This design comes from an exercise in tuning for small area on the open sky130 flow, not from production work.
The RTL was checked by simulation tests, not by an equivalence proof against the original design.
The flow treats the clock pin as an ideal source, which a real chip does not have.
Power figures rest on the tool's default switching activity, not on a simulated workload.

## regfile_mp
module regfile_mp
#(
    parameter int DATA_WIDTH    = regfile_pkg::DEF_DATA_WIDTH,
    parameter int ADDRESS_WIDTH = regfile_pkg::DEF_ADDRESS_WIDTH,
    parameter int NUM_REGS      = regfile_pkg::DEF_NUM_REGS,
    parameter int NUM_RD_PORTS  = regfile_pkg::DEF_NUM_RD_PORTS,
    parameter int NUM_WR_PORTS  = regfile_pkg::DEF_NUM_WR_PORTS
) (
    input  logic                                        clk,
    input  logic                                        rst,
    input  logic [NUM_RD_PORTS-1:0][ADDRESS_WIDTH-1:0]  rg_rd_addr,
    output logic [NUM_RD_PORTS-1:0][DATA_WIDTH-1:0]     rg_rd_data,
    output logic [NUM_RD_PORTS-1:0]                     rg_rd_busy,
    input  logic [NUM_WR_PORTS-1:0]                     rg_wrt_en,
    input  logic [NUM_WR_PORTS-1:0][ADDRESS_WIDTH-1:0]  rg_wrt_dest,
    input  logic [NUM_WR_PORTS-1:0][DATA_WIDTH-1:0]     rg_wrt_data,
    input  logic                                        sb_set_en,
    input  logic [ADDRESS_WIDTH-1:0]                    sb_set_dest,
    input  logic                                        sb_flush,
    output logic [NUM_REGS-1:0]                         busy_vec
);
Settings: LEC_CHECK=0, CAP_MARGIN=20, CORE_MARGIN=2, CORE_UTILIZATION=40, CTS_BUF_LIST=sky130_fd_sc_hd__clkbuf_16, CTS_CLUSTER_DIAMETER=100, CTS_CLUSTER_SIZE=25, PLACE_DENSITY=0.5, SLEW_MARGIN=20, SYNTH_HIERARCHICAL=1; clock period 8.0 ns.
standard.sh (not shown) runs the stock make flow with config.mk's settings and CLKGATE_MAP_FILE= SYNTH_SCRIPT=/design/flow/synth_recipe.tcl, a recipe that flattens the netlist after the stock synthesis.
==> flow/flow/run.sh <==
#!/bin/bash
# The standard layout (the standard.sh, unchanged synthesis), with the port
# buffers made from the smallest buffer cell, and padding around a222oi cells in
# every detailed placement (flow/pad.tcl, sourced before detailed placement, CTS
# and global routing).
set -euo pipefail
PAD="$(pwd)/flow/pad.tcl"
bash standard.sh "BUFFER_PORTS_ARGS=-buffer_cell sky130_fd_sc_hd__buf_1" \
  "PRE_DETAIL_PLACE_TCL=$PAD" "PRE_CTS_TCL=$PAD" "PRE_GLOBAL_ROUTE_TCL=$PAD" \
  finish > standard_flow.log 2>&1
==> flow/flow/pad.tcl <==
# Keep one free site on each side of every a222oi cell, whose pins are hard to reach
# on met1 when it abuts other cells.
set_placement_padding -masters [get_lib_cells sky130_fd_sc_hd__a222oi_1] -left 1 -right 1
The starting point aborted during detailed placement (3_5_place_dp) (DPL-0039).
Edit:
==> flow/flow/run.sh (replaced) <==
#!/bin/bash
set -euo pipefail
PAD="$(pwd)/flow/pad.tcl"
CTS="-sink_clustering_enable -repair_clock_nets -sink_clustering_size 25"
CTS+=" -sink_clustering_max_diameter 100 -buf_list sky130_fd_sc_hd__clkbuf_16"
CTS+=" -dont_use_dummy_load"
bash standard.sh "BUFFER_PORTS_ARGS=-buffer_cell sky130_fd_sc_hd__buf_2" \
  "PRE_DETAIL_PLACE_TCL=$PAD" "PRE_CTS_TCL=$PAD" "PRE_GLOBAL_ROUTE_TCL=$PAD" \
  "CTS_ARGS=$CTS" finish > standard_flow.log 2>&1
==> flow/flow/pad.tcl (replaced) <==
# Keep one free site on each side of every a222oi cell, whose pins are hard to reach
# on met1 when it abuts other cells.
set_placement_padding -masters sky130_fd_sc_hd__a222oi_1 -left 1 -right 1
- CORE_UTILIZATION: 40 -> 50
- PLACE_DENSITY: 0.5 -> 0.6
The changed run passed the timing, design-rule and antenna checks. Area after synthesis does not change. Synthesized cell count is unchanged.

---

The RTL this note starts from:
==> flow/design.v <==
package regfile_pkg;
    localparam int DEF_DATA_WIDTH    = 32;
    localparam int DEF_ADDRESS_WIDTH = 5;
    localparam int DEF_NUM_REGS      = 32;
    localparam int DEF_NUM_RD_PORTS  = 2;
    localparam int DEF_NUM_WR_PORTS  = 2;
    typedef logic [DEF_ADDRESS_WIDTH-1:0] reg_idx_t;
    localparam reg_idx_t ZERO_REG = '0;
endpackage
module regfile_sb_bit (
    input  logic q,
    input  logic hold,
    input  logic set,
    input  logic flush,
    output logic d
);
    assign d = !flush && (set || (q && hold));
endmodule
module regfile_scoreboard
#(
    parameter int ADDRESS_WIDTH = regfile_pkg::DEF_ADDRESS_WIDTH,
    parameter int NUM_REGS      = regfile_pkg::DEF_NUM_REGS
) (
    input  logic                      set_en_i,
    input  logic [ADDRESS_WIDTH-1:0]  set_dest_i,
    input  logic                      flush_i,
    input  logic [NUM_REGS-1:0]       hold_i,       
    input  logic [NUM_REGS-1:0]       busy_q_i,
    output logic [NUM_REGS-1:0]       busy_d_o
);
    assign busy_d_o[0] = 1'b0;
    for (genvar i = 1; i < NUM_REGS; i++) begin : g_flag
        regfile_sb_bit u_bit (
            .q     (busy_q_i[i]),
            .hold  (hold_i[i]),
            .set   (set_en_i && (32'(set_dest_i) == i)),
            .flush (flush_i),
            .d     (busy_d_o[i])
        );
    end
endmodule
module regfile_wbit (
    input  logic s0,
    input  logic s1,
    input  logic h,
    input  logic d0,
    input  logic d1,
    input  logic q,
    output logic y
);
    assign y = (s0 & d0) | (s1 & d1) | (h & q);
endmodule
module regfile_ao3 (
    input  logic [2:0] s,
    input  logic [2:0] d,
    output logic       yn
);
    assign yn = !(|(s & d));
endmodule
module regfile_nand_n #(
    parameter int N = 11
) (
    input  logic [N-1:0] n,
    output logic         y
);
    assign y = !(&n);
endmodule
module regfile_rbit #(
    parameter int N = 31
) (
    input  logic [N-1:0] sel,
    input  logic [N-1:0] d,
    output logic         y
);
    localparam int NG = N / 3;
    localparam int NT = NG + ((N % 3 != 0) ? 1 : 0);
    logic [NT-1:0] part_n;
    for (genvar g = 0; g < NG; g++) begin : g_grp
        regfile_ao3 u_ao3 (
            .s  (sel[3*g +: 3]),
            .d  (d[3*g +: 3]),
            .yn (part_n[g])
        );
    end
    if (N % 3 != 0) begin : g_rest
        assign part_n[NG] = !(|(sel[N-1:3*NG] & d[N-1:3*NG]));
    end
    regfile_nand_n #(.N(NT)) u_or (
        .n (part_n),
        .y (y)
    );
endmodule
module regfile_mp
#(
    parameter int DATA_WIDTH    = regfile_pkg::DEF_DATA_WIDTH,
    parameter int ADDRESS_WIDTH = regfile_pkg::DEF_ADDRESS_WIDTH,
    parameter int NUM_REGS      = regfile_pkg::DEF_NUM_REGS,
    parameter int NUM_RD_PORTS  = regfile_pkg::DEF_NUM_RD_PORTS,
    parameter int NUM_WR_PORTS  = regfile_pkg::DEF_NUM_WR_PORTS
) (
    input  logic                                        clk,
    input  logic                                        rst,
    input  logic [NUM_RD_PORTS-1:0][ADDRESS_WIDTH-1:0]  rg_rd_addr,
    output logic [NUM_RD_PORTS-1:0][DATA_WIDTH-1:0]     rg_rd_data,
    output logic [NUM_RD_PORTS-1:0]                     rg_rd_busy,
    input  logic [NUM_WR_PORTS-1:0]                     rg_wrt_en,
    input  logic [NUM_WR_PORTS-1:0][ADDRESS_WIDTH-1:0]  rg_wrt_dest,
    input  logic [NUM_WR_PORTS-1:0][DATA_WIDTH-1:0]     rg_wrt_data,
    input  logic                                        sb_set_en,
    input  logic [ADDRESS_WIDTH-1:0]                    sb_set_dest,
    input  logic                                        sb_flush,
    output logic [NUM_REGS-1:0]                         busy_vec
);
    localparam int NE = NUM_REGS - 1;    
    logic [NUM_REGS-1:0] sel0, sel1, hold;
    logic [NUM_REGS-1:0] valid_q;
    logic [NUM_REGS-1:0] busy_q, busy_d;
    logic [NUM_REGS-1:0][DATA_WIDTH-1:0] regs_q;
    always_comb begin
        for (int i = 0; i < NUM_REGS; i++) begin
            sel1[i] = rg_wrt_en[1] && (32'(rg_wrt_dest[1]) == i);
            sel0[i] = rg_wrt_en[0] && (32'(rg_wrt_dest[0]) == i) && !sel1[i];
            hold[i] = !(sel0[i] || sel1[i]);
        end
    end
    assign regs_q[0]  = '0;
    assign valid_q[0] = 1'b0;
    assign busy_q[0]  = 1'b0;
    for (genvar i = 1; i < NUM_REGS; i++) begin : g_entry
        logic [DATA_WIDTH-1:0] data_q;
        logic [DATA_WIDTH-1:0] data_d;
        for (genvar b = 0; b < DATA_WIDTH; b++) begin : g_bit
            regfile_wbit u_wbit (
                .s0 (sel0[i]),
                .s1 (sel1[i]),
                .h  (hold[i]),
                .d0 (rg_wrt_data[0][b]),
                .d1 (rg_wrt_data[1][b]),
                .q  (data_q[b]),
                .y  (data_d[b])
            );
        end
        always_ff @(posedge clk) begin
            data_q <= data_d;
        end
        always_ff @(posedge clk or negedge rst) begin
            if (!rst) begin
                valid_q[i] <= 1'b0;
                busy_q[i]  <= 1'b0;
            end else begin
                valid_q[i] <= valid_q[i] | !hold[i];
                busy_q[i]  <= busy_d[i];
            end
        end
        assign regs_q[i] = data_q;
    end
    regfile_scoreboard #(
        .ADDRESS_WIDTH (ADDRESS_WIDTH),
        .NUM_REGS      (NUM_REGS)
    ) u_scoreboard (
        .set_en_i   (sb_set_en),
        .set_dest_i (sb_set_dest),
        .flush_i    (sb_flush),
        .hold_i     (hold),
        .busy_q_i   (busy_q),
        .busy_d_o   (busy_d)
    );
    assign busy_vec = busy_q;
    for (genvar k = 0; k < NUM_RD_PORTS; k++) begin : g_rd
        logic [NE-1:0] rsel;
        always_comb begin
            rg_rd_busy[k] = 1'b0;
            for (int i = 1; i < NUM_REGS; i++) begin
                rsel[i-1] = (32'(rg_rd_addr[k]) == i) && valid_q[i];
                if (32'(rg_rd_addr[k]) == i) begin
                    rg_rd_busy[k] = busy_q[i];
                end
            end
        end
        for (genvar b = 0; b < DATA_WIDTH; b++) begin : g_bit
            logic [NE-1:0] col;
            for (genvar i = 1; i < NUM_REGS; i++) begin : g_col
                assign col[i-1] = regs_q[i][b];
            end
            regfile_rbit #(.N(NE)) u_rbit (
                .sel (rsel),
                .d   (col),
                .y   (rg_rd_data[k][b])
            );
        end
    end
endmodule
export LEC_CHECK = 0
export CAP_MARGIN = 20
export CORE_MARGIN = 2
export CORE_UTILIZATION = 40
export CTS_BUF_LIST = sky130_fd_sc_hd__clkbuf_16
export CTS_CLUSTER_DIAMETER = 80
export CTS_CLUSTER_SIZE = 22
export PLACE_DENSITY = 0.5
export SLEW_MARGIN = 20
export SYNTH_HIERARCHICAL = 1
create_clock -name core_clock -period 8.0 [get_ports {clk}]
==> flow/flow/run.sh <==
#!/bin/bash
# The standard layout (the standard.sh, unchanged synthesis), with the port
# buffers made from buf_2 (which drives the wide input fanouts without extra
# buffers), and padding around a222oi cells in
# every detailed placement (flow/pad.tcl, sourced before detailed placement, CTS
# and global routing).
set -euo pipefail
PAD="$(pwd)/flow/pad.tcl"
bash standard.sh "BUFFER_PORTS_ARGS=-buffer_cell sky130_fd_sc_hd__buf_2" \
  "PRE_DETAIL_PLACE_TCL=$PAD" "PRE_CTS_TCL=$PAD" "PRE_GLOBAL_ROUTE_TCL=$PAD" \
  finish > standard_flow.log 2>&1
==> flow/flow/pad.tcl <==
# Keep one free site on each side of every a222oi cell, whose pins are hard to reach
# on met1 when it abuts other cells.
set_placement_padding -masters sky130_fd_sc_hd__a222oi_1 -left 1 -right 1
The baseline ran to the end with no violations.
==> next run, changes <==
==> flow/flow/run.sh (replaced) <==
#!/bin/bash
set -euo pipefail
PAD="$(pwd)/flow/pad.tcl"
CTS="-sink_clustering_enable -repair_clock_nets -sink_clustering_size 25"
CTS+=" -sink_clustering_max_diameter 100 -buf_list sky130_fd_sc_hd__clkbuf_16"
CTS+=" -dont_use_dummy_load"
bash standard.sh "BUFFER_PORTS_ARGS=-buffer_cell sky130_fd_sc_hd__buf_2" \
  "PRE_DETAIL_PLACE_TCL=$PAD" "PRE_CTS_TCL=$PAD" "PRE_GLOBAL_ROUTE_TCL=$PAD" \
  "CTS_ARGS=$CTS" finish > standard_flow.log 2>&1
- CTS_CLUSTER_DIAMETER: 80 -> 100
- CTS_CLUSTER_SIZE: 22 -> 25
Outcome: Cell area is lower slightly. Clock power goes down by about a fifth. Synthesized area does not change. Sequential share of layout area increases by 0.41 points. Setup slack improved by 0.016 ns. Count of clock-buffer cells in the layout fell by 11. Register-to-register slack hardly moves. Total power went down by a few percent. Via count is about the same. Maximum frequency stays flat.

==> what the ideal ports hide <==
Ports are ideal in the flow. The routed layouts listed here were re-timed in OpenROAD.
Step 1 (the two cells are an assumption about what drives the block):
set clk [get_ports {clk}]
set_driving_cell -lib_cell sky130_fd_sc_hd__clkbuf_16 $clk
set_driving_cell -lib_cell sky130_fd_sc_hd__buf_2 [delete_from_list [all_inputs] $clk]
Step 2 moves the port delays by t, midway between the first and last clock arrival at a register: inputs arrive t later, outputs are due t later. That takes back most of the time a late clock gives input paths.
a / b / c = ideal ports / drivers / drivers and shift; a / b = the first two.
run	t, ns	setup slack, ns	latest minus earliest clock arrival (ns)	worst slew at a driven data input, ns	cell pins on the clock port's net
the second run of note 1	0.778	1.215 / 1.190 / 1.190	0.048 / 0.048	0.10	1
the first run of note 2	0.806	1.245 / 1.223 / 1.223	0.031 / 0.031	0.14	1
the second run of note 2	0.786	1.261 / 1.234 / 1.234	0.045 / 0.045	0.15	1
After both steps setup and hold are still met in every run listed. The setup slack of the second run of note 2, which loses most, moves by -0.027 ns with the drivers and by -0.027 ns with both steps.
